Context: an optimization exercise on an open-source flow, tuned for small area, a short achievable clock period and few clock cycles per item. The choices shown serve that exercise and are no tape-out recipe. Only simulation tests tie the RTL to the original design; equivalence was not proved.

<file path="flow/run.sh">
#!/bin/bash
# synth_recipe.tcl (not shown) runs the flow's synth.tcl, then flattens the netlist and writes it again
# the make line also repeats each setting of config.mk as NAME=value (left out here)
make -C /OpenROAD-flow-scripts/flow DESIGN_CONFIG=/design/flow/config.mk WORK_HOME=/design/flow/orfs CLKGATE_MAP_FILE= SYNTH_SCRIPT=/design/flow/synth_recipe.tcl finish
</file>
<file path="flow/constraint.sdc">
create_clock -name core_clock -period 6.0 [get_ports {clk}]
set_input_delay 1.2000 -clock core_clock [delete_from_list [all_inputs] [get_ports {clk}]]
set_output_delay 1.2000 -clock core_clock [all_outputs]
set_load 0.01 [all_outputs]
</file>
<file path="flow/design.v">
module hb_interp2 #(
    parameter int unsigned DW   = 16,
    parameter int unsigned ACCW = 36
) (
    input  logic                 clk,
    input  logic                 reset,
    input  logic signed [DW-1:0] x_in,
    input  logic                 x_in_valid,
    output logic                 x_in_ready,
    output logic signed [DW-1:0] y_out,
    output logic                 y_out_valid
);
    logic ph, sa, sb, v1, v2, v3, v4, v5, yv;
    logic [15:0] xr;
    logic [7:0] ra[14], rb[14];
    logic [7:0] pa[14];
    logic [8:0] q0, q1, q2, q3, q4, q5, q6;
    logic [23:0] ta, tb, z;
    logic [15:0] r2, y;
    logic [15:0] bsel, asat;
    logic acc;
    assign x_in_ready  = ph;
    assign y_out       = y;
    assign y_out_valid = yv;
    assign acc         = x_in_valid & ph;
    always_ff @(posedge clk or posedge reset) begin
        if (reset) begin
            ph <= 1'b0; sa <= 1'b0; sb <= 1'b0; v1 <= 1'b0; v2 <= 1'b0; v3 <= 1'b0;
            v4 <= 1'b0; v5 <= 1'b0; yv <= 1'b0;
        end else begin
            ph <= ~ph;
            sa <= acc;
            sb <= ~acc;
            v1 <= sa; v2 <= v1; v3 <= v2; v4 <= v3; v5 <= v4;
            yv <= v4 | v5;
        end
    end
    always_ff @(posedge clk) begin
        xr <= x_in;
        ra[0] <= ({8{sa}} & xr[7:0]) | ({8{sb}} & rb[0]);
        rb[0] <= ({8{sa}} & xr[15:8]) | ({8{sb}} & ra[0]);
        for (int k = 1; k < 14; k++) begin
            ra[k] <= ({8{sa}} & rb[k-1]) | ({8{sb}} & rb[k]);
            rb[k] <= ({8{sa}} & ra[k-1]) | ({8{sb}} & ra[k]);
        end
    end
    always_comb begin
        for (int k = 0; k < 14; k++) pa[k] = {ra[k][7] ^ ~ph, ra[k][6:0]};
    end
    always_ff @(posedge clk) begin
        q0 <= {1'b0, pa[0]} + {1'b0, pa[13]};
        q1 <= {1'b0, pa[1]} + {1'b0, pa[12]};
        q2 <= {1'b0, pa[2]} + {1'b0, pa[11]};
        q3 <= {1'b0, pa[3]} + {1'b0, pa[10]};
        q4 <= {1'b0, pa[4]} + {1'b0, pa[9]};
        q5 <= {1'b0, pa[5]} + {1'b0, pa[8]};
        q6 <= {1'b0, pa[6]} + {1'b0, pa[7]};
    end
    wire s1, c2, s3, c4, s5, c6, s7, c8, s9, c10, s11, c12, s13, c14, s15, c16;
    wire s17, c18, s19, c20, s21, c22, s23, c24, s25, c26, s27, c28, s29, c30, s31, c32;
    wire s33, c34, s35, c36, s37, c38, s39, c40, s41, c42, s43, c44, s45, c46, s47, c48;
    wire s49, c50, s51, c52, s53, c54, s55, c56, s57, c58, n59, s60, c61, s62, c63, s64;
    wire c65, s66, c67, s68, c69, s70, c71, s72, c73, s74, c75, s76, c77, s78, c79, s80;
    wire c81, s82, c83, s84, c85, s86, c87, s88, c89, s90, c91, s92, c93, s94, c95, s96;
    wire c97, s98, c99, s100, c101, s102, c103, s104, c105, s106, c107, s108, c109, s110, c111, s112;
    wire c113, s114, c115, s116, c117, s118, c119, s120, c121, s122, c123, s124, c125, s126, c127, s128;
    wire c129, s130, c131, s132, c133, s134, c135, s136, c137, s138, c139, s140, c141, s142, c143, s144;
    wire c145, s146, c147, s148, c149, s150, c151, s152, c153, s154, c155, s156, c157, s158, c159, s160;
    wire c161, s162, c163, s164, c165, s166, c167, s168, c169, s170, c171, s172, c173, s174, c175, s176;
    wire c177, s178, c179, s180, c181, s182, c183, s184, c185, s186, c187, s188, c189, s190, c191, s192;
    wire c193, s194, c195, s196, c197, s198, c199, s200, c201, s202, c203, s204, c205, s206, c207, s208;
    wire c209, s210, c211, s212, c213, s214, c215, s216, c217, s218, c219, s220, c221, s222, c223, s224;
    wire c225, s226, c227, s228, c229, s230, c231, n232, s233, c234, s235, c236, s237, c238, n239, s240;
    wire c241, s242, c243, s244, c245, n246, s247, c248, s249, c250, s251, c252, n253, s254, c255, s256;
    wire c257, s258, c259, n260, s261, c262, s263, c264, s265, c266, s267, c268, s269, c270, s271, c272;
    wire n273, s274, c275, s276, c277, s278, c279, n280, s281, c282, s283, c284, s285, c286, n287, s288;
    wire c289, s290, c291, s292, c293, s294, c295, s296, c297, s298, c299, n300, s301, c302, s303, c304;
    wire s305, c306, s307, c308, s309, c310, s311, c312, s313, c314, s315, c316, s317, c318, s319, c320;
    wire s321, c322, s323, c324, s325, c326, s327, c328, s329, c330, s331, c332, s333, c334, n335, s336;
    wire c337, s338, c339, n340, s341, c342, s343, c344, n345, s346, c347, s348, c349, n350, s351, c352;
    wire s353, c354, s355, c356, s357, c358, s359, c360, s361, c362, n363, s364, c365, s366, c367, n368;
    wire s369, c370, s371, c372, n373, s374, c375, s376, c377, n378, s379, c380, s381, c382, n383, s384;
    wire c385, s386, c387, n388, s389, c390, s391, c392, n393, s394, c395, s396, c397, n398, s399, c400;
    wire s401, c402, n403, s404, c405, s406, c407, n408, s409, c410, s411, c412, s413, c414, s415, c416;
    wire s417, c418, n419, s420, c421, s422, c423, s424, c425, s426, c427, n428, s429, c430, n431, s432;
    wire c433, n434, s435, c436, n437, s438, c439, n440, s441, c442, n443, s444, c445, n446, s447, c448;
    wire n449, s450, c451, n452, s453, c454, n455, s456, c457, n458, s459, c460, n461, s462, c463, n464;
    wire s465, c466, n467, s468, c469, n470, s471, c472, s473, c474, s475, c476, s477, c478, n479, s480;
    wire c481, n482, s483, c484, n485, s486, c487, n488, s489, c490, n491, s492, c493, n494, s495, c496;
    wire n497, s498, c499, n500, s501, c502, n503, s504, c505, n506, s507, c508, n509, s510, c511, n512;
    wire s513, c514, n515, s516, c517, n518, s519, c520, n521, s522, c523, n524, s525, c526, n527, s528;
    wire c529, n530, s531, c532, n533, s534, c535, n536, s537, c538, s539, c540, s541, c542;
    assign s1 = q1[7] ^ q1[2] ^ q2[3];
    assign c2 = (q1[7] & q1[2]) | (q1[7] & q2[3]) | (q1[2] & q2[3]);
    assign s3 = q0[7] ^ q0[6];
    assign c4 = q0[7] & q0[6];
    assign s5 = q1[8] ^ q1[3] ^ q2[4];
    assign c6 = (q1[8] & q1[3]) | (q1[8] & q2[4]) | (q1[3] & q2[4]);
    assign s7 = q3[7] ^ q3[5] ^ q4[7];
    assign c8 = (q3[7] & q3[5]) | (q3[7] & q4[7]) | (q3[5] & q4[7]);
    assign s9 = q4[5] ^ q5[8] ^ q6[4];
    assign c10 = (q4[5] & q5[8]) | (q4[5] & q6[4]) | (q5[8] & q6[4]);
    assign s11 = q1[4] ^ q2[5] ^ q3[8];
    assign c12 = (q1[4] & q2[5]) | (q1[4] & q3[8]) | (q2[5] & q3[8]);
    assign s13 = q0[8] ^ q1[6];
    assign c14 = q0[8] & q1[6];
    assign s15 = q1[7] ^ q2[8];
    assign c16 = q1[7] & q2[8];
    assign s17 = q1[4] ^ q2[0] ^ q3[3];
    assign c18 = (q1[4] & q2[0]) | (q1[4] & q3[3]) | (q2[0] & q3[3]);
    assign s19 = q0[4] ^ q0[3];
    assign c20 = q0[4] & q0[3];
    assign s21 = q1[5] ^ q1[0] ^ q2[1];
    assign c22 = (q1[5] & q1[0]) | (q1[5] & q2[1]) | (q1[0] & q2[1]);
    assign s23 = q3[4] ^ q3[2] ^ q4[4];
    assign c24 = (q3[4] & q3[2]) | (q3[4] & q4[4]) | (q3[2] & q4[4]);
    assign s25 = q0[5] ^ q0[4];
    assign c26 = q0[5] & q0[4];
    assign s27 = q1[6] ^ q1[1] ^ q2[2];
    assign c28 = (q1[6] & q1[1]) | (q1[6] & q2[2]) | (q1[1] & q2[2]);
    assign s29 = q3[5] ^ q3[3] ^ q4[5];
    assign c30 = (q3[5] & q3[3]) | (q3[5] & q4[5]) | (q3[3] & q4[5]);
    assign s31 = q4[3] ^ q5[6] ^ q6[2];
    assign c32 = (q4[3] & q5[6]) | (q4[3] & q6[2]) | (q5[6] & q6[2]);
    assign s33 = q0[6] ^ q0[5] ^ q1[3];
    assign c34 = (q0[6] & q0[5]) | (q0[6] & q1[3]) | (q0[5] & q1[3]);
    assign s35 = q2[6] ^ q2[4];
    assign c36 = q2[6] & q2[4];
    assign s37 = s1 ^ q3[6] ^ q3[4];
    assign c38 = (s1 & q3[6]) | (s1 & q3[4]) | (q3[6] & q3[4]);
    assign s39 = q4[6] ^ q4[4] ^ q5[7];
    assign c40 = (q4[6] & q4[4]) | (q4[6] & q5[7]) | (q4[4] & q5[7]);
    assign s41 = s3 ^ q1[4] ^ q2[7];
    assign c42 = (s3 & q1[4]) | (s3 & q2[7]) | (q1[4] & q2[7]);
    assign s43 = q2[5] ^ q2[0] ^ q3[0];
    assign c44 = (q2[5] & q2[0]) | (q2[5] & q3[0]) | (q2[0] & q3[0]);
    assign s45 = q4[1] ^ q5[1] ^ q6[7];
    assign c46 = (q4[1] & q5[1]) | (q4[1] & q6[7]) | (q5[1] & q6[7]);
    assign s47 = q6[5] ^ 1;
    assign c48 = q6[5] & 1'b1;
    assign s49 = s5 ^ s7 ^ s9;
    assign c50 = (s5 & s7) | (s5 & s9) | (s7 & s9);
    assign s51 = q0[8] ^ q0[7] ^ q1[5];
    assign c52 = (q0[8] & q0[7]) | (q0[8] & q1[5]) | (q0[7] & q1[5]);
    assign s53 = q2[8] ^ q2[6] ^ q2[1];
    assign c54 = (q2[8] & q2[6]) | (q2[8] & q2[1]) | (q2[6] & q2[1]);
    assign s55 = q3[1] ^ q4[2] ^ q5[2];
    assign c56 = (q3[1] & q4[2]) | (q3[1] & q5[2]) | (q4[2] & q5[2]);
    assign s57 = q5[0] ^ q6[8] ^ q6[6];
    assign c58 = (q5[0] & q6[8]) | (q5[0] & q6[6]) | (q6[8] & q6[6]);
    assign n59 = ~ph;
    assign s60 = q6[2] ^ n59 ^ c2;
    assign c61 = (q6[2] & n59) | (q6[2] & c2) | (n59 & c2);
    assign s62 = s11 ^ q3[6] ^ q3[0];
    assign c63 = (s11 & q3[6]) | (s11 & q3[0]) | (q3[6] & q3[0]);
    assign s64 = q4[8] ^ q4[6] ^ q6[5];
    assign c65 = (q4[8] & q4[6]) | (q4[8] & q6[5]) | (q4[6] & q6[5]);
    assign s66 = q6[3] ^ c6 ^ c8;
    assign c67 = (q6[3] & c6) | (q6[3] & c8) | (c6 & c8);
    assign s68 = s13 ^ q2[7] ^ q2[2];
    assign c69 = (s13 & q2[7]) | (s13 & q2[2]) | (q2[7] & q2[2]);
    assign s70 = q3[2] ^ q4[3] ^ q5[3];
    assign c71 = (q3[2] & q4[3]) | (q3[2] & q5[3]) | (q4[3] & q5[3]);
    assign s72 = q5[1] ^ q6[7] ^ 1'b1;
    assign c73 = (q5[1] & q6[7]) | (q5[1] & 1'b1) | (q6[7] & 1'b1);
    assign s74 = q1[5] ^ q2[6] ^ q3[7];
    assign c75 = (q1[5] & q2[6]) | (q1[5] & q3[7]) | (q2[6] & q3[7]);
    assign s76 = q3[1] ^ q4[7] ^ q6[6];
    assign c77 = (q3[1] & q4[7]) | (q3[1] & q6[6]) | (q4[7] & q6[6]);
    assign s78 = s15 ^ q2[3] ^ q3[3];
    assign c79 = (s15 & q2[3]) | (s15 & q3[3]) | (q2[3] & q3[3]);
    assign s80 = q4[4] ^ q4[0] ^ q5[4];
    assign c81 = (q4[4] & q4[0]) | (q4[4] & q5[4]) | (q4[0] & q5[4]);
    assign s82 = q5[2] ^ q5[0] ^ q6[8];
    assign c83 = (q5[2] & q5[0]) | (q5[2] & q6[8]) | (q5[0] & q6[8]);
    assign s84 = q6[4] ^ c12 ^ 1'b0;
    assign c85 = (q6[4] & c12) | (q6[4] & 1'b0) | (c12 & 1'b0);
    assign s86 = q1[6] ^ q2[7] ^ q3[8];
    assign c87 = (q1[6] & q2[7]) | (q1[6] & q3[8]) | (q2[7] & q3[8]);
    assign s88 = q3[2] ^ q4[8] ^ q6[7];
    assign c89 = (q3[2] & q4[8]) | (q3[2] & q6[7]) | (q4[8] & q6[7]);
    assign s90 = q1[8] ^ q2[4] ^ q3[4];
    assign c91 = (q1[8] & q2[4]) | (q1[8] & q3[4]) | (q2[4] & q3[4]);
    assign s92 = q4[5] ^ q4[1] ^ q5[5];
    assign c93 = (q4[5] & q4[1]) | (q4[5] & q5[5]) | (q4[1] & q5[5]);
    assign s94 = q5[3] ^ q5[1] ^ q6[0];
    assign c95 = (q5[3] & q5[1]) | (q5[3] & q6[0]) | (q5[1] & q6[0]);
    assign s96 = q1[7] ^ q2[8] ^ q3[3];
    assign c97 = (q1[7] & q2[8]) | (q1[7] & q3[3]) | (q2[8] & q3[3]);
    assign s98 = q5[0] ^ q6[8] ^ q6[6];
    assign c99 = (q5[0] & q6[8]) | (q5[0] & q6[6]) | (q6[8] & q6[6]);
    assign s100 = q2[5] ^ q3[5] ^ q4[6];
    assign c101 = (q2[5] & q3[5]) | (q2[5] & q4[6]) | (q3[5] & q4[6]);
    assign s102 = q1[8] ^ q3[4] ^ q5[1];
    assign c103 = (q1[8] & q3[4]) | (q1[8] & q5[1]) | (q3[4] & q5[1]);
    assign s104 = q2[6] ^ q3[6] ^ q4[7];
    assign c105 = (q2[6] & q3[6]) | (q2[6] & q4[7]) | (q3[6] & q4[7]);
    assign s106 = q3[5] ^ q5[2] ^ q6[8];
    assign c107 = (q3[5] & q5[2]) | (q3[5] & q6[8]) | (q5[2] & q6[8]);
    assign s108 = q1[2] ^ q3[1] ^ q4[1];
    assign c109 = (q1[2] & q3[1]) | (q1[2] & q4[1]) | (q3[1] & q4[1]);
    assign s110 = q1[3] ^ q3[2] ^ q3[0];
    assign c111 = (q1[3] & q3[2]) | (q1[3] & q3[0]) | (q3[2] & q3[0]);
    assign s112 = q4[2] ^ q4[0] ^ q5[3];
    assign c113 = (q4[2] & q4[0]) | (q4[2] & q5[3]) | (q4[0] & q5[3]);
    assign s114 = q0[3] ^ q0[2];
    assign c115 = q0[3] & q0[2];
    assign s116 = s17 ^ q3[1] ^ q4[3];
    assign c117 = (s17 & q3[1]) | (s17 & q4[3]) | (q3[1] & q4[3]);
    assign s118 = q4[1] ^ q5[4] ^ q6[0];
    assign c119 = (q4[1] & q5[4]) | (q4[1] & q6[0]) | (q5[4] & q6[0]);
    assign s120 = s19 ^ q1[1] ^ q2[4];
    assign c121 = (s19 & q1[1]) | (s19 & q2[4]) | (q1[1] & q2[4]);
    assign s122 = q2[2] ^ q6[4];
    assign c123 = q2[2] & q6[4];
    assign s124 = s21 ^ s23 ^ q4[2];
    assign c125 = (s21 & s23) | (s21 & q4[2]) | (s23 & q4[2]);
    assign s126 = q5[5] ^ q6[1] ^ c18;
    assign c127 = (q5[5] & q6[1]) | (q5[5] & c18) | (q6[1] & c18);
    assign s128 = s25 ^ q1[2] ^ q2[5];
    assign c129 = (s25 & q1[2]) | (s25 & q2[5]) | (q1[2] & q2[5]);
    assign s130 = q2[3] ^ q6[5] ^ q6[3];
    assign c131 = (q2[3] & q6[5]) | (q2[3] & q6[3]) | (q6[5] & q6[3]);
    assign s132 = s27 ^ s29 ^ s31;
    assign c133 = (s27 & s29) | (s27 & s31) | (s29 & s31);
    assign s134 = q6[0] ^ c22 ^ c24;
    assign c135 = (q6[0] & c22) | (q6[0] & c24) | (c22 & c24);
    assign s136 = s33 ^ s35 ^ q4[0];
    assign c137 = (s33 & s35) | (s33 & q4[0]) | (s35 & q4[0]);
    assign s138 = q5[0] ^ q6[6] ^ q6[4];
    assign c139 = (q5[0] & q6[6]) | (q5[0] & q6[4]) | (q6[6] & q6[4]);
    assign s140 = s37 ^ s39 ^ q6[3];
    assign c141 = (s37 & s39) | (s37 & q6[3]) | (s39 & q6[3]);
    assign s142 = q6[1] ^ c28 ^ c30;
    assign c143 = (q6[1] & c28) | (q6[1] & c30) | (c28 & c30);
    assign s144 = s41 ^ s43 ^ s45;
    assign c145 = (s41 & s43) | (s41 & s45) | (s43 & s45);
    assign s146 = s47 ^ c34 ^ c36;
    assign c147 = (s47 & c34) | (s47 & c36) | (c34 & c36);
    assign s148 = s49 ^ s60 ^ c38;
    assign c149 = (s49 & s60) | (s49 & c38) | (s60 & c38);
    assign s150 = s51 ^ s53 ^ s55;
    assign c151 = (s51 & s53) | (s51 & s55) | (s53 & s55);
    assign s152 = s57 ^ c4 ^ c42;
    assign c153 = (s57 & c4) | (s57 & c42) | (c4 & c42);
    assign s154 = c44 ^ c46 ^ c48;
    assign c155 = (c44 & c46) | (c44 & c48) | (c46 & c48);
    assign s156 = s62 ^ s64 ^ s66;
    assign c157 = (s62 & s64) | (s62 & s66) | (s64 & s66);
    assign s158 = c10 ^ c50 ^ c61;
    assign c159 = (c10 & c50) | (c10 & c61) | (c50 & c61);
    assign s160 = s68 ^ s70 ^ s72;
    assign c161 = (s68 & s70) | (s68 & s72) | (s70 & s72);
    assign s162 = c52 ^ c54 ^ c56;
    assign c163 = (c52 & c54) | (c52 & c56) | (c54 & c56);
    assign s164 = s74 ^ s76 ^ s84;
    assign c165 = (s74 & s76) | (s74 & s84) | (s76 & s84);
    assign s166 = c63 ^ c65 ^ c67;
    assign c167 = (c63 & c65) | (c63 & c67) | (c65 & c67);
    assign s168 = s78 ^ s80 ^ s82;
    assign c169 = (s78 & s80) | (s78 & s82) | (s80 & s82);
    assign s170 = c14 ^ c69 ^ c71;
    assign c171 = (c14 & c69) | (c14 & c71) | (c69 & c71);
    assign s172 = s86 ^ s88 ^ q6[5];
    assign c173 = (s86 & s88) | (s86 & q6[5]) | (s88 & q6[5]);
    assign s174 = c75 ^ c77 ^ c85;
    assign c175 = (c75 & c77) | (c75 & c85) | (c77 & c85);
    assign s176 = s90 ^ s92 ^ s94;
    assign c177 = (s90 & s92) | (s90 & s94) | (s92 & s94);
    assign s178 = c16 ^ c79 ^ c81;
    assign c179 = (c16 & c79) | (c16 & c81) | (c79 & c81);
    assign s180 = s96 ^ s98 ^ c87;
    assign c181 = (s96 & s98) | (s96 & c87) | (s98 & c87);
    assign s182 = s100 ^ q4[2] ^ q5[6];
    assign c183 = (s100 & q4[2]) | (s100 & q5[6]) | (q4[2] & q5[6]);
    assign s184 = q5[4] ^ q5[2] ^ q6[1];
    assign c185 = (q5[4] & q5[2]) | (q5[4] & q6[1]) | (q5[2] & q6[1]);
    assign s186 = c91 ^ c93 ^ c95;
    assign c187 = (c91 & c93) | (c91 & c95) | (c93 & c95);
    assign s188 = s102 ^ q6[7] ^ c97;
    assign c189 = (s102 & q6[7]) | (s102 & c97) | (q6[7] & c97);
    assign s190 = s104 ^ q4[3] ^ q5[7];
    assign c191 = (s104 & q4[3]) | (s104 & q5[7]) | (q4[3] & q5[7]);
    assign s192 = q5[5] ^ q5[3] ^ q6[2];
    assign c193 = (q5[5] & q5[3]) | (q5[5] & q6[2]) | (q5[3] & q6[2]);
    assign s194 = q6[0] ^ c101 ^ 1'b1;
    assign c195 = (q6[0] & c101) | (q6[0] & 1'b1) | (c101 & 1'b1);
    assign s196 = q2[7] ^ q3[7] ^ q4[8];
    assign c197 = (q2[7] & q3[7]) | (q2[7] & q4[8]) | (q3[7] & q4[8]);
    assign s198 = q4[4] ^ q5[8] ^ q5[6];
    assign c199 = (q4[4] & q5[8]) | (q4[4] & q5[6]) | (q5[8] & q5[6]);
    assign s200 = q5[4] ^ q6[3] ^ q6[1];
    assign c201 = (q5[4] & q6[3]) | (q5[4] & q6[1]) | (q6[3] & q6[1]);
    assign s202 = s106 ^ c103 ^ 1'b0;
    assign c203 = (s106 & c103) | (s106 & 1'b0) | (c103 & 1'b0);
    assign s204 = q3[6] ^ q5[3] ^ c107;
    assign c205 = (q3[6] & q5[3]) | (q3[6] & c107) | (q5[3] & c107);
    assign s206 = q2[8] ^ q3[8] ^ q4[5];
    assign c207 = (q2[8] & q3[8]) | (q2[8] & q4[5]) | (q3[8] & q4[5]);
    assign s208 = q5[7] ^ q5[5] ^ q6[4];
    assign c209 = (q5[7] & q5[5]) | (q5[7] & q6[4]) | (q5[5] & q6[4]);
    assign s210 = q4[6] ^ q5[8];
    assign c211 = q4[6] & q5[8];
    assign s212 = q1[1] ^ q3[0] ^ q4[0];
    assign c213 = (q1[1] & q3[0]) | (q1[1] & q4[0]) | (q3[0] & q4[0]);
    assign s214 = q0[1] ^ q0[0];
    assign c215 = q0[1] & q0[0];
    assign s216 = q0[2] ^ q0[1] ^ q2[2];
    assign c217 = (q0[2] & q0[1]) | (q0[2] & q2[2]) | (q0[1] & q2[2]);
    assign s218 = q2[0] ^ q6[2] ^ q6[0];
    assign c219 = (q2[0] & q6[2]) | (q2[0] & q6[0]) | (q6[2] & q6[0]);
    assign s220 = 1 ^ s108;
    assign c221 = 1'b1 & ~s108;
    assign s222 = s110 ^ s112 ^ c109;
    assign c223 = (s110 & s112) | (s110 & c109) | (s112 & c109);
    assign s224 = s114 ^ q1[0] ^ q2[3];
    assign c225 = (s114 & q1[0]) | (s114 & q2[3]) | (q1[0] & q2[3]);
    assign s226 = q2[1] ^ q6[3] ^ q6[1];
    assign c227 = (q2[1] & q6[3]) | (q2[1] & q6[1]) | (q6[3] & q6[1]);
    assign s228 = s116 ^ s118 ^ c111;
    assign c229 = (s116 & s118) | (s116 & c111) | (s118 & c111);
    assign s230 = s120 ^ s122 ^ q6[2];
    assign c231 = (s120 & s122) | (s120 & q6[2]) | (s122 & q6[2]);
    assign n232 = ~c113;
    assign s233 = 1'b1 ^ n232 ^ c115;
    assign c234 = (1'b1 & n232) | (1'b1 & c115) | (n232 & c115);
    assign s235 = s124 ^ s126 ^ c117;
    assign c236 = (s124 & s126) | (s124 & c117) | (s126 & c117);
    assign s237 = s128 ^ s130 ^ c20;
    assign c238 = (s128 & s130) | (s128 & c20) | (s130 & c20);
    assign n239 = ~c119;
    assign s240 = n239 ^ c121 ^ c123;
    assign c241 = (n239 & c121) | (n239 & c123) | (c121 & c123);
    assign s242 = s132 ^ s134 ^ c125;
    assign c243 = (s132 & s134) | (s132 & c125) | (s134 & c125);
    assign s244 = s136 ^ s138 ^ c26;
    assign c245 = (s136 & s138) | (s136 & c26) | (s138 & c26);
    assign n246 = ~c127;
    assign s247 = n246 ^ c129 ^ c131;
    assign c248 = (n246 & c129) | (n246 & c131) | (c129 & c131);
    assign s249 = s140 ^ s142 ^ c32;
    assign c250 = (s140 & s142) | (s140 & c32) | (s142 & c32);
    assign s251 = s144 ^ s146 ^ c137;
    assign c252 = (s144 & s146) | (s144 & c137) | (s146 & c137);
    assign n253 = ~c139;
    assign s254 = c133 ^ c135 ^ n253;
    assign c255 = (c133 & c135) | (c133 & n253) | (c135 & n253);
    assign s256 = s148 ^ c40 ^ c141;
    assign c257 = (s148 & c40) | (s148 & c141) | (c40 & c141);
    assign s258 = s150 ^ s152 ^ s154;
    assign c259 = (s150 & s152) | (s150 & s154) | (s152 & s154);
    assign n260 = ~c143;
    assign s261 = n260 ^ c145 ^ c147;
    assign c262 = (n260 & c145) | (n260 & c147) | (c145 & c147);
    assign s263 = s156 ^ s158 ^ c149;
    assign c264 = (s156 & s158) | (s156 & c149) | (s158 & c149);
    assign s265 = s160 ^ s162 ^ c58;
    assign c266 = (s160 & s162) | (s160 & c58) | (s162 & c58);
    assign s267 = c151 ^ c153 ^ c155;
    assign c268 = (c151 & c153) | (c151 & c155) | (c153 & c155);
    assign s269 = s164 ^ s166 ^ c157;
    assign c270 = (s164 & s166) | (s164 & c157) | (s166 & c157);
    assign s271 = s168 ^ s170 ^ c73;
    assign c272 = (s168 & s170) | (s168 & c73) | (s170 & c73);
    assign n273 = ~c159;
    assign s274 = n273 ^ c161 ^ c163;
    assign c275 = (n273 & c161) | (n273 & c163) | (c161 & c163);
    assign s276 = s172 ^ s174 ^ c165;
    assign c277 = (s172 & s174) | (s172 & c165) | (s174 & c165);
    assign s278 = s176 ^ s178 ^ c83;
    assign c279 = (s176 & s178) | (s176 & c83) | (s178 & c83);
    assign n280 = ~c167;
    assign s281 = n280 ^ c169 ^ c171;
    assign c282 = (n280 & c169) | (n280 & c171) | (c169 & c171);
    assign s283 = s180 ^ c89 ^ c173;
    assign c284 = (s180 & c89) | (s180 & c173) | (c89 & c173);
    assign s285 = s182 ^ s184 ^ s186;
    assign c286 = (s182 & s184) | (s182 & s186) | (s184 & s186);
    assign n287 = ~c175;
    assign s288 = n287 ^ c177 ^ c179;
    assign c289 = (n287 & c177) | (n287 & c179) | (c177 & c179);
    assign s290 = s188 ^ c99 ^ c181;
    assign c291 = (s188 & c99) | (s188 & c181) | (c99 & c181);
    assign s292 = s190 ^ s192 ^ s194;
    assign c293 = (s190 & s192) | (s190 & s194) | (s192 & s194);
    assign s294 = c183 ^ c185 ^ c187;
    assign c295 = (c183 & c185) | (c183 & c187) | (c185 & c187);
    assign s296 = s196 ^ s198 ^ s200;
    assign c297 = (s196 & s198) | (s196 & s200) | (s198 & s200);
    assign s298 = c105 ^ c191 ^ c193;
    assign c299 = (c105 & c191) | (c105 & c193) | (c191 & c193);
    assign n300 = ~c195;
    assign s301 = s202 ^ c189 ^ n300;
    assign c302 = (s202 & c189) | (s202 & n300) | (c189 & n300);
    assign s303 = s206 ^ s208 ^ q6[2];
    assign c304 = (s206 & s208) | (s206 & q6[2]) | (s208 & q6[2]);
    assign s305 = c197 ^ c199 ^ c201;
    assign c306 = (c197 & c199) | (c197 & c201) | (c199 & c201);
    assign s307 = s204 ^ c203 ^ 1'b0;
    assign c308 = (s204 & c203) | (s204 & 1'b0) | (c203 & 1'b0);
    assign s309 = q3[7] ^ q5[4] ^ c205;
    assign c310 = (q3[7] & q5[4]) | (q3[7] & c205) | (q5[4] & c205);
    assign s311 = s210 ^ q5[6] ^ q6[5];
    assign c312 = (s210 & q5[6]) | (s210 & q6[5]) | (q5[6] & q6[5]);
    assign s313 = q6[3] ^ c207 ^ c209;
    assign c314 = (q6[3] & c207) | (q6[3] & c209) | (c207 & c209);
    assign s315 = q4[7] ^ q5[7] ^ q6[6];
    assign c316 = (q4[7] & q5[7]) | (q4[7] & q6[6]) | (q5[7] & q6[6]);
    assign s317 = q3[8] ^ q5[5] ^ 1'b0;
    assign c318 = (q3[8] & q5[5]) | (q3[8] & 1'b0) | (q5[5] & 1'b0);
    assign s319 = q6[4] ^ c211;
    assign c320 = q6[4] & c211;
    assign s321 = q4[8] ^ q5[8] ^ q6[7];
    assign c322 = (q4[8] & q5[8]) | (q4[8] & q6[7]) | (q5[8] & q6[7]);
    assign s323 = q0[0] ^ q2[0];
    assign c324 = q0[0] & q2[0];
    assign s325 = s214 ^ q2[1] ^ q6[1];
    assign c326 = (s214 & q2[1]) | (s214 & q6[1]) | (q2[1] & q6[1]);
    assign s327 = 1 ^ s212;
    assign c328 = 1'b1 & ~s212;
    assign s329 = s220 ^ q5[2] ^ c213;
    assign c330 = (s220 & q5[2]) | (s220 & c213) | (q5[2] & c213);
    assign s331 = s216 ^ s218 ^ c215;
    assign c332 = (s216 & s218) | (s216 & c215) | (s218 & c215);
    assign s333 = s224 ^ s226 ^ c217;
    assign c334 = (s224 & s226) | (s224 & c217) | (s226 & c217);
    assign n335 = ~s222;
    assign s336 = n335 ^ c219 ^ c221;
    assign c337 = (n335 & c219) | (n335 & c221) | (c219 & c221);
    assign s338 = s230 ^ s233 ^ c225;
    assign c339 = (s230 & s233) | (s230 & c225) | (s233 & c225);
    assign n340 = ~c227;
    assign s341 = s228 ^ c223 ^ n340;
    assign c342 = (s228 & c223) | (s228 & n340) | (c223 & n340);
    assign s343 = s237 ^ s240 ^ c231;
    assign c344 = (s237 & s240) | (s237 & c231) | (s240 & c231);
    assign n345 = ~c234;
    assign s346 = s235 ^ c229 ^ n345;
    assign c347 = (s235 & c229) | (s235 & n345) | (c229 & n345);
    assign s348 = s244 ^ s247 ^ c238;
    assign c349 = (s244 & s247) | (s244 & c238) | (s247 & c238);
    assign n350 = ~c241;
    assign s351 = s242 ^ c236 ^ n350;
    assign c352 = (s242 & c236) | (s242 & n350) | (c236 & n350);
    assign s353 = s249 ^ s254 ^ c243;
    assign c354 = (s249 & s254) | (s249 & c243) | (s254 & c243);
    assign s355 = s251 ^ c245 ^ c248;
    assign c356 = (s251 & c245) | (s251 & c248) | (c245 & c248);
    assign s357 = s256 ^ c250 ^ c255;
    assign c358 = (s256 & c250) | (s256 & c255) | (c250 & c255);
    assign s359 = s258 ^ s261 ^ c252;
    assign c360 = (s258 & s261) | (s258 & c252) | (s261 & c252);
    assign s361 = s265 ^ s267 ^ c259;
    assign c362 = (s265 & s267) | (s265 & c259) | (s267 & c259);
    assign n363 = ~c262;
    assign s364 = s263 ^ c257 ^ n363;
    assign c365 = (s263 & c257) | (s263 & n363) | (c257 & n363);
    assign s366 = s271 ^ s274 ^ c266;
    assign c367 = (s271 & s274) | (s271 & c266) | (s274 & c266);
    assign n368 = ~c268;
    assign s369 = s269 ^ c264 ^ n368;
    assign c370 = (s269 & c264) | (s269 & n368) | (c264 & n368);
    assign s371 = s278 ^ s281 ^ c272;
    assign c372 = (s278 & s281) | (s278 & c272) | (s281 & c272);
    assign n373 = ~c275;
    assign s374 = s276 ^ c270 ^ n373;
    assign c375 = (s276 & c270) | (s276 & n373) | (c270 & n373);
    assign s376 = s285 ^ s288 ^ c279;
    assign c377 = (s285 & s288) | (s285 & c279) | (s288 & c279);
    assign n378 = ~c282;
    assign s379 = s283 ^ c277 ^ n378;
    assign c380 = (s283 & c277) | (s283 & n378) | (c277 & n378);
    assign s381 = s292 ^ s294 ^ c286;
    assign c382 = (s292 & s294) | (s292 & c286) | (s294 & c286);
    assign n383 = ~c289;
    assign s384 = s290 ^ c284 ^ n383;
    assign c385 = (s290 & c284) | (s290 & n383) | (c284 & n383);
    assign s386 = s296 ^ s298 ^ c293;
    assign c387 = (s296 & s298) | (s296 & c293) | (s298 & c293);
    assign n388 = ~c295;
    assign s389 = s301 ^ c291 ^ n388;
    assign c390 = (s301 & c291) | (s301 & n388) | (c291 & n388);
    assign s391 = s303 ^ s305 ^ c297;
    assign c392 = (s303 & s305) | (s303 & c297) | (s305 & c297);
    assign n393 = ~c299;
    assign s394 = s307 ^ n393 ^ c302;
    assign c395 = (s307 & n393) | (s307 & c302) | (n393 & c302);
    assign s396 = s311 ^ s313 ^ c304;
    assign c397 = (s311 & s313) | (s311 & c304) | (s313 & c304);
    assign n398 = ~c306;
    assign s399 = s309 ^ n398 ^ c308;
    assign c400 = (s309 & n398) | (s309 & c308) | (n398 & c308);
    assign s401 = s315 ^ s319 ^ c312;
    assign c402 = (s315 & s319) | (s315 & c312) | (s319 & c312);
    assign n403 = ~c314;
    assign s404 = s317 ^ c310 ^ n403;
    assign c405 = (s317 & c310) | (s317 & n403) | (c310 & n403);
    assign s406 = s321 ^ q6[5] ^ c316;
    assign c407 = (s321 & q6[5]) | (s321 & c316) | (q6[5] & c316);
    assign n408 = ~c320;
    assign s409 = q5[6] ^ c318 ^ n408;
    assign c410 = (q5[6] & c318) | (q5[6] & n408) | (c318 & n408);
    assign s411 = q6[8] ^ q6[6] ^ c322;
    assign c412 = (q6[8] & q6[6]) | (q6[8] & c322) | (q6[6] & c322);
    assign s413 = 1 ^ q5[7];
    assign c414 = 1'b1 & ~q5[7];
    assign s415 = q6[7] ^ 1;
    assign c416 = q6[7] & 1'b1;
    assign s417 = s323 ^ q6[0];
    assign c418 = s323 & q6[0];
    assign n419 = ~s325;
    assign s420 = n419 ^ s327 ^ q5[1];
    assign c421 = (n419 & s327) | (n419 & q5[1]) | (s327 & q5[1]);
    assign s422 = s331 ^ c326 ^ c328;
    assign c423 = (s331 & c326) | (s331 & c328) | (c326 & c328);
    assign s424 = s333 ^ s336 ^ c332;
    assign c425 = (s333 & s336) | (s333 & c332) | (s336 & c332);
    assign s426 = s338 ^ c334 ^ c337;
    assign c427 = (s338 & c334) | (s338 & c337) | (c334 & c337);
    assign n428 = ~s346;
    assign s429 = s343 ^ n428 ^ c339;
    assign c430 = (s343 & n428) | (s343 & c339) | (n428 & c339);
    assign n431 = ~s351;
    assign s432 = s348 ^ n431 ^ c344;
    assign c433 = (s348 & n431) | (s348 & c344) | (n431 & c344);
    assign n434 = ~s353;
    assign s435 = n434 ^ s355 ^ c349;
    assign c436 = (n434 & s355) | (n434 & c349) | (s355 & c349);
    assign n437 = ~s359;
    assign s438 = s357 ^ n437 ^ c354;
    assign c439 = (s357 & n437) | (s357 & c354) | (n437 & c354);
    assign n440 = ~s361;
    assign s441 = n440 ^ s364 ^ c358;
    assign c442 = (n440 & s364) | (n440 & c358) | (s364 & c358);
    assign n443 = ~s369;
    assign s444 = s366 ^ n443 ^ c362;
    assign c445 = (s366 & n443) | (s366 & c362) | (n443 & c362);
    assign n446 = ~s374;
    assign s447 = s371 ^ n446 ^ c367;
    assign c448 = (s371 & n446) | (s371 & c367) | (n446 & c367);
    assign n449 = ~s379;
    assign s450 = s376 ^ n449 ^ c372;
    assign c451 = (s376 & n449) | (s376 & c372) | (n449 & c372);
    assign n452 = ~s384;
    assign s453 = s381 ^ n452 ^ c377;
    assign c454 = (s381 & n452) | (s381 & c377) | (n452 & c377);
    assign n455 = ~s389;
    assign s456 = s386 ^ n455 ^ c382;
    assign c457 = (s386 & n455) | (s386 & c382) | (n455 & c382);
    assign n458 = ~s394;
    assign s459 = s391 ^ n458 ^ c387;
    assign c460 = (s391 & n458) | (s391 & c387) | (n458 & c387);
    assign n461 = ~s399;
    assign s462 = s396 ^ n461 ^ c392;
    assign c463 = (s396 & n461) | (s396 & c392) | (n461 & c392);
    assign n464 = ~s404;
    assign s465 = s401 ^ n464 ^ c397;
    assign c466 = (s401 & n464) | (s401 & c397) | (n464 & c397);
    assign n467 = ~s409;
    assign s468 = s406 ^ n467 ^ c402;
    assign c469 = (s406 & n467) | (s406 & c402) | (n467 & c402);
    assign n470 = ~s413;
    assign s471 = s411 ^ n470 ^ c407;
    assign c472 = (s411 & n470) | (s411 & c407) | (n470 & c407);
    assign s473 = s415 ^ c412 ^ c414;
    assign c474 = (s415 & c412) | (s415 & c414) | (c412 & c414);
    assign s475 = q6[8] ^ ph;
    assign c476 = q6[8] & ph;
    assign s477 = s417 ^ q1[0];
    assign c478 = s417 & ~q1[0];
    assign n479 = ~s420;
    assign s480 = n479 ^ c324 ^ c418;
    assign c481 = (n479 & c324) | (n479 & c418) | (c324 & c418);
    assign n482 = ~s422;
    assign s483 = n482 ^ s329 ^ c421;
    assign c484 = (n482 & s329) | (n482 & c421) | (s329 & c421);
    assign n485 = ~c330;
    assign s486 = s424 ^ n485 ^ c423;
    assign c487 = (s424 & n485) | (s424 & c423) | (n485 & c423);
    assign n488 = ~s341;
    assign s489 = s426 ^ n488 ^ c425;
    assign c490 = (s426 & n488) | (s426 & c425) | (n488 & c425);
    assign n491 = ~c342;
    assign s492 = s429 ^ n491 ^ c427;
    assign c493 = (s429 & n491) | (s429 & c427) | (n491 & c427);
    assign n494 = ~c347;
    assign s495 = s432 ^ n494 ^ c430;
    assign c496 = (s432 & n494) | (s432 & c430) | (n494 & c430);
    assign n497 = ~c352;
    assign s498 = s435 ^ n497 ^ c433;
    assign c499 = (s435 & n497) | (s435 & c433) | (n497 & c433);
    assign n500 = ~s438;
    assign s501 = n500 ^ c356 ^ c436;
    assign c502 = (n500 & c356) | (n500 & c436) | (c356 & c436);
    assign n503 = ~c360;
    assign s504 = s441 ^ n503 ^ c439;
    assign c505 = (s441 & n503) | (s441 & c439) | (n503 & c439);
    assign n506 = ~s444;
    assign s507 = n506 ^ c365 ^ c442;
    assign c508 = (n506 & c365) | (n506 & c442) | (c365 & c442);
    assign n509 = ~c370;
    assign s510 = s447 ^ n509 ^ c445;
    assign c511 = (s447 & n509) | (s447 & c445) | (n509 & c445);
    assign n512 = ~c375;
    assign s513 = s450 ^ n512 ^ c448;
    assign c514 = (s450 & n512) | (s450 & c448) | (n512 & c448);
    assign n515 = ~c380;
    assign s516 = s453 ^ n515 ^ c451;
    assign c517 = (s453 & n515) | (s453 & c451) | (n515 & c451);
    assign n518 = ~c385;
    assign s519 = s456 ^ n518 ^ c454;
    assign c520 = (s456 & n518) | (s456 & c454) | (n518 & c454);
    assign n521 = ~c390;
    assign s522 = s459 ^ n521 ^ c457;
    assign c523 = (s459 & n521) | (s459 & c457) | (n521 & c457);
    assign n524 = ~c395;
    assign s525 = s462 ^ n524 ^ c460;
    assign c526 = (s462 & n524) | (s462 & c460) | (n524 & c460);
    assign n527 = ~c400;
    assign s528 = s465 ^ n527 ^ c463;
    assign c529 = (s465 & n527) | (s465 & c463) | (n527 & c463);
    assign n530 = ~c405;
    assign s531 = s468 ^ n530 ^ c466;
    assign c532 = (s468 & n530) | (s468 & c466) | (n530 & c466);
    assign n533 = ~c410;
    assign s534 = s471 ^ n533 ^ c469;
    assign c535 = (s471 & n533) | (s471 & c469) | (n533 & c469);
    assign n536 = ~q5[8];
    assign s537 = s473 ^ n536 ^ c472;
    assign c538 = (s473 & n536) | (s473 & c472) | (n536 & c472);
    assign s539 = s475 ^ c416 ^ c474;
    assign c540 = (s475 & c416) | (s475 & c474) | (c416 & c474);
    assign s541 = c476 ^ ph;
    assign c542 = c476 & ~ph;
    always_ff @(posedge clk) begin
        ta <= {1'b1, s541, s539, s537, s534, s531, s528, s525, s522, s519, s516, s513, s510, s507, s504, s501, s498, s495, s492, s489, s486, s483, s480, s477};
        tb <= {c542, c540, c538, c535, c532, c529, c526, c523, c520, c517, c514, c511, c508, c505, c502, c499, c496, c493, c490, c487, c484, c481, c478, q5[0]};
    end
    assign z = (ta ^ 24'h400605) + (tb ^ 24'h000c09) + ({24{~ph}} & {{8{r2[15]}}, r2});
    always_comb begin
        if (z[22] != z[21]) asat = z[22] ? 16'h8000 : 16'h7fff;
        else                asat = z[21:6];
        if (v1 & v3)      bsel = {rb[8], ra[8]};
        else if (v1 | v3) bsel = {rb[7], ra[7]};
        else              bsel = {rb[6], ra[6]};
    end
    always_ff @(posedge clk) begin
        r2 <= z[23:8];
        y  <= ph ? bsel : asat;
    end
endmodule
</file>
<file path="flow/config.mk">
export PLATFORM = sky130hd
export DESIGN_NAME = hb_interp2
export DESIGN_NICKNAME = hb_interp2
export VERILOG_FILES = /design/flow/design.v
export SDC_FILE = /design/flow/constraint.sdc
export NUM_CORES = 4
export LEC_CHECK = 0
export CAP_MARGIN = 20
export CORE_MARGIN = 2
export CORE_UTILIZATION = 40
export PLACE_DENSITY = 0.6
export SLEW_MARGIN = 20
</file>
==> summary.txt <==
==> area by class of cell <==
cell class              instances  area [µm²]  share of cell area
multi-input cells             922       10430              0.4699
well taps                     664       830.8             0.03744
repair buffers                 41       410.4             0.01850
flip-flops and latches        391        7881              0.3552
clock inverters                16       168.9            0.007612
clock buffers                  59        1236             0.05571
inverters                     329        1235             0.05566
==> final timing paths <==
check | depth (start not counted) | end | slack (ns)
max in group asynchronous | 2 | sb | 4.83
min | 0 | v3 | 0.35
max | 13 | y[12] | 1.58
min reg2reg | 0 | v3 | 0.35
max reg2reg | 13 | y[12] | 1.58
min in group asynchronous | 2 | v4 | 0.90
==> critical path: cells and delay by family (launching register included) <==
family          cells  cell delay [ns]
compound gates      6             1.44
fa+ha+maj           2             0.88
buf+inv             2             0.82
flops               1             0.39
simple gates        3             0.68
==> kinds of logic (layout without fill, tap and decap cells) <==
family / after synthesis / in the layout / share of synthesized area
flip-flops: 391 / 391 / 0.3981
XOR/XNOR: 72 / 72 / 0.03189
AO/OA/AOI/OAI: 410 / 410 / 0.1622
AND/OR/NAND/NOR: 97 / 97 / 0.02487
buffers and inverters: 391 / 445 / 0.07466
multiplexers: 1 / 1 / 0.0005062
adder cells (fa/ha/maj): 342 / 342 / 0.3078
==> sequential cells by signal, indices dropped and copies added, names as in the netlist, 16 cells and up <==
name,count
ra,112
rb,112
tb,24
ta,23
r2,16
xr,16
y,16
==> per-layer routing <==
| metal | GRT usage | up-vias | wire, µm |
|---|---|---|---|
| li1 | - | 5664 | - |
| met1 | 0.2758 | 6211 | 22760 |
| met2 | 0.3316 | 240 | 23590 |
| met3 | 0.03071 | 52 | 2096 |
| met4 | 0.04287 | 0 | 874 |
| met5 | 0 | - | 0 |
==> synth_stat cells (all sizes together) <==
cell     instances
a2111oi          2
a211o            1
a211oi           6
a21boi           1
a21o            29
a21oi           55
a222oi           1
a22o           224
a22oi           13
a31oi            2
a41oi            1
and2             3
and3             1
buf             12
clkbuf          50
dfrtp            9
dfxtp          382
fa             241
ha             100
inv            329
maj3             1
mux2i            1
nand2           35
nand2b           3
nand3            4
nand3b           3
nand4            5
nor2            20
nor2b           14
nor3             5
nor3b            1
o2111ai          1
o211ai           6
o21ai           38
o21bai          12
o22a            12
o22ai            4
o31ai            2
or2              2
or3              1
xnor2           53
xor2            19
==> per-stage QoR <==
| stage | std cells | hold WS [ns] | setup WS, ns |
|---|---|---|---|
| floorplan | 1704 | 0.3312 | 1.906 |
| global placement | 2347 | 0.3326 | 1.704 |
| detailed placement | 2347 | 0.3371 | 1.590 |
| CTS | 2422 | 0.3514 | 1.553 |
| global route | 2422 | 0.3680 | 1.175 |
| finish | 2422 | 0.3511 | 1.582 |
==> metrics.md <==
| Metric | Value |
|---|---|
| Final ANT Viol Nets | 0 |
| TritonCTS clock tree | built |
| CP peak stage delay | 0.50 ns |
| Initial Utilization | 0.4048 |
| N_diodes | 0 |
| Cell Rows | 81 |
| Launch point of the worst path | ph |
| Total Wirelength | 49.33 mm |
| Worst-path cell chain | inv_1 > nand2_1 > inv_1 > fa_1 > ha_1 > a21o_1 > a21o_1 > a21oi_1 > nor3_1 > a211oi_1 > a21oi_2 > nor2_2 > a22oi_1 |
| Hold path startpoint | v2 |
| Setup bufs post-CTS | 0 |
| Slew HR | 0.1849 |
| Worst-Margin Slew | 1.223 ns |
| Fin nets | 2088 |
| Worst-path clk slew | 0.06 ns |
| Ranking of synthesized cells by area | dfxtp_1, fa_1, a22o_1 |
| I/O pin count | 37 |
| FF-to-FF Start | ph |
| Synth unique cells | 55 |
| Layout area overhead | 12.21% |
| Period utilization | 0.7364 |
| Cts hold-fix bufs | 0 |
| WL/cell | 20.37 µm |
| Clk latency of the worst-skew pair | 0.56 ns |
| RSZ-0062 raised after global routing | no |
| Post-route cell area | 22190 µm² |
| Post-synthesis sequential area ratio | 0.3981 |
| Htree depth | 2 |
| Status | finished clean |
| Max_cap viols | 0 |
| Most frequent cells in the layout | dfxtp_1, inv_1, fa_1, a22o_1, ha_1 |
| First-pass GRT wire length | 76.51 mm |
| Die Y | 226.3 µm |
| Fmax | 226.3 MHz |
| Final Hold Vio Count | 0 |
| Synth Instances | 1704 |
| Worst path slowest cell | a211oi_1 |
| Area of the mapped netlist | 19780 µm² |
| CTS Sinks | 391 |
| Final min period | 4.418 ns |
| Die width | 226.3 µm |
| Vias in the first global route | 12.98k |
| Vias per cell | 5.024 |
| Layout Utilization | 0.4542 |
| Synth Net Count | 2064 |
| Share of the synthesized area in the top cell type | 0.3867 |
| Ys Warns | 4 |
| Dominant cell type by area after synthesis | dfxtp_1 |
| Avg Cell Area, Syn | 11.61 µm² |
| CTS max path bufs | 3 |
| Fin Setup TNS | 0 ns |
| Core ar. | 48850 µm² |
| Largest net degree at the start of global routing | 226 |
| Post-synthesis register bit count | 391 |
| Routed vias | 12.17k |
| Final setup viols | 0 |
| # fillers | 4590 |
| Placed cell area | 20780 µm² |
| Gr ovfl total | 0 |
| GP Congestion | 0.9145 |
| Startpoint types | flop |
| Most common cell after layout, fill and taps aside | dfxtp_1 |
| CP Data Arrival Time | 4.80 ns |
| Initial antenna violation count | 1 |
| I/O Buffers | 36 |
| Max-slew violations | 0 |
| Overall fraction of global-route tracks in use | 0.1995 |
| Cts bufs inserted | 43 |
| Dpl hpwl | 38.39 mm |
| Hold Path Class | reg2reg |
| Clk root buf | clkbuf_16 |
| Crit path max fanout | 14 |
| Final worst clock skew | 0.01944 ns |
| Share of cells above drive strength 1 | 0.05290 |
| Die footprint | 51230 µm² |
| Final routed DRC violation total | 0 |
| Crit path required time | 6.38 ns |
| DRT Pass-1 Iters | 5 |
| Crit Path Category | reg2reg |
| Endpoint class of the critical path | flop |
| Number of gates resized after CTS | 0 |
| Initial DRC count | 718 |
Testbench counts, summed over its fixed seeds: cycles 4,136, samples 2,048.

[static timing again, ports no longer ideal]
No port has a modelled driver above. Below, the same layout with a new extraction and two added sets of constraints. Step 1, drivers: a clkbuf_16 drives clk and a buf_2 each remaining input, both assumed. Step 2 moves the port delays by t, midway between the first and last clock arrival at a register: inputs arrive t later, outputs are due t later. That takes back most of the time a late clock gives input paths. Three values: no drivers, after step 1, after step 2; two values: the first two.
t, ns: 0.608
slack for setup (ns): 1.582 / 1.582 / 1.582
clock arrival spread, ns: 0.020 / 0.020
After both steps this run still meets setup and hold. For this run, drivers alone change the setup slack by 0.000 ns; drivers and shift together by 0.000 ns.
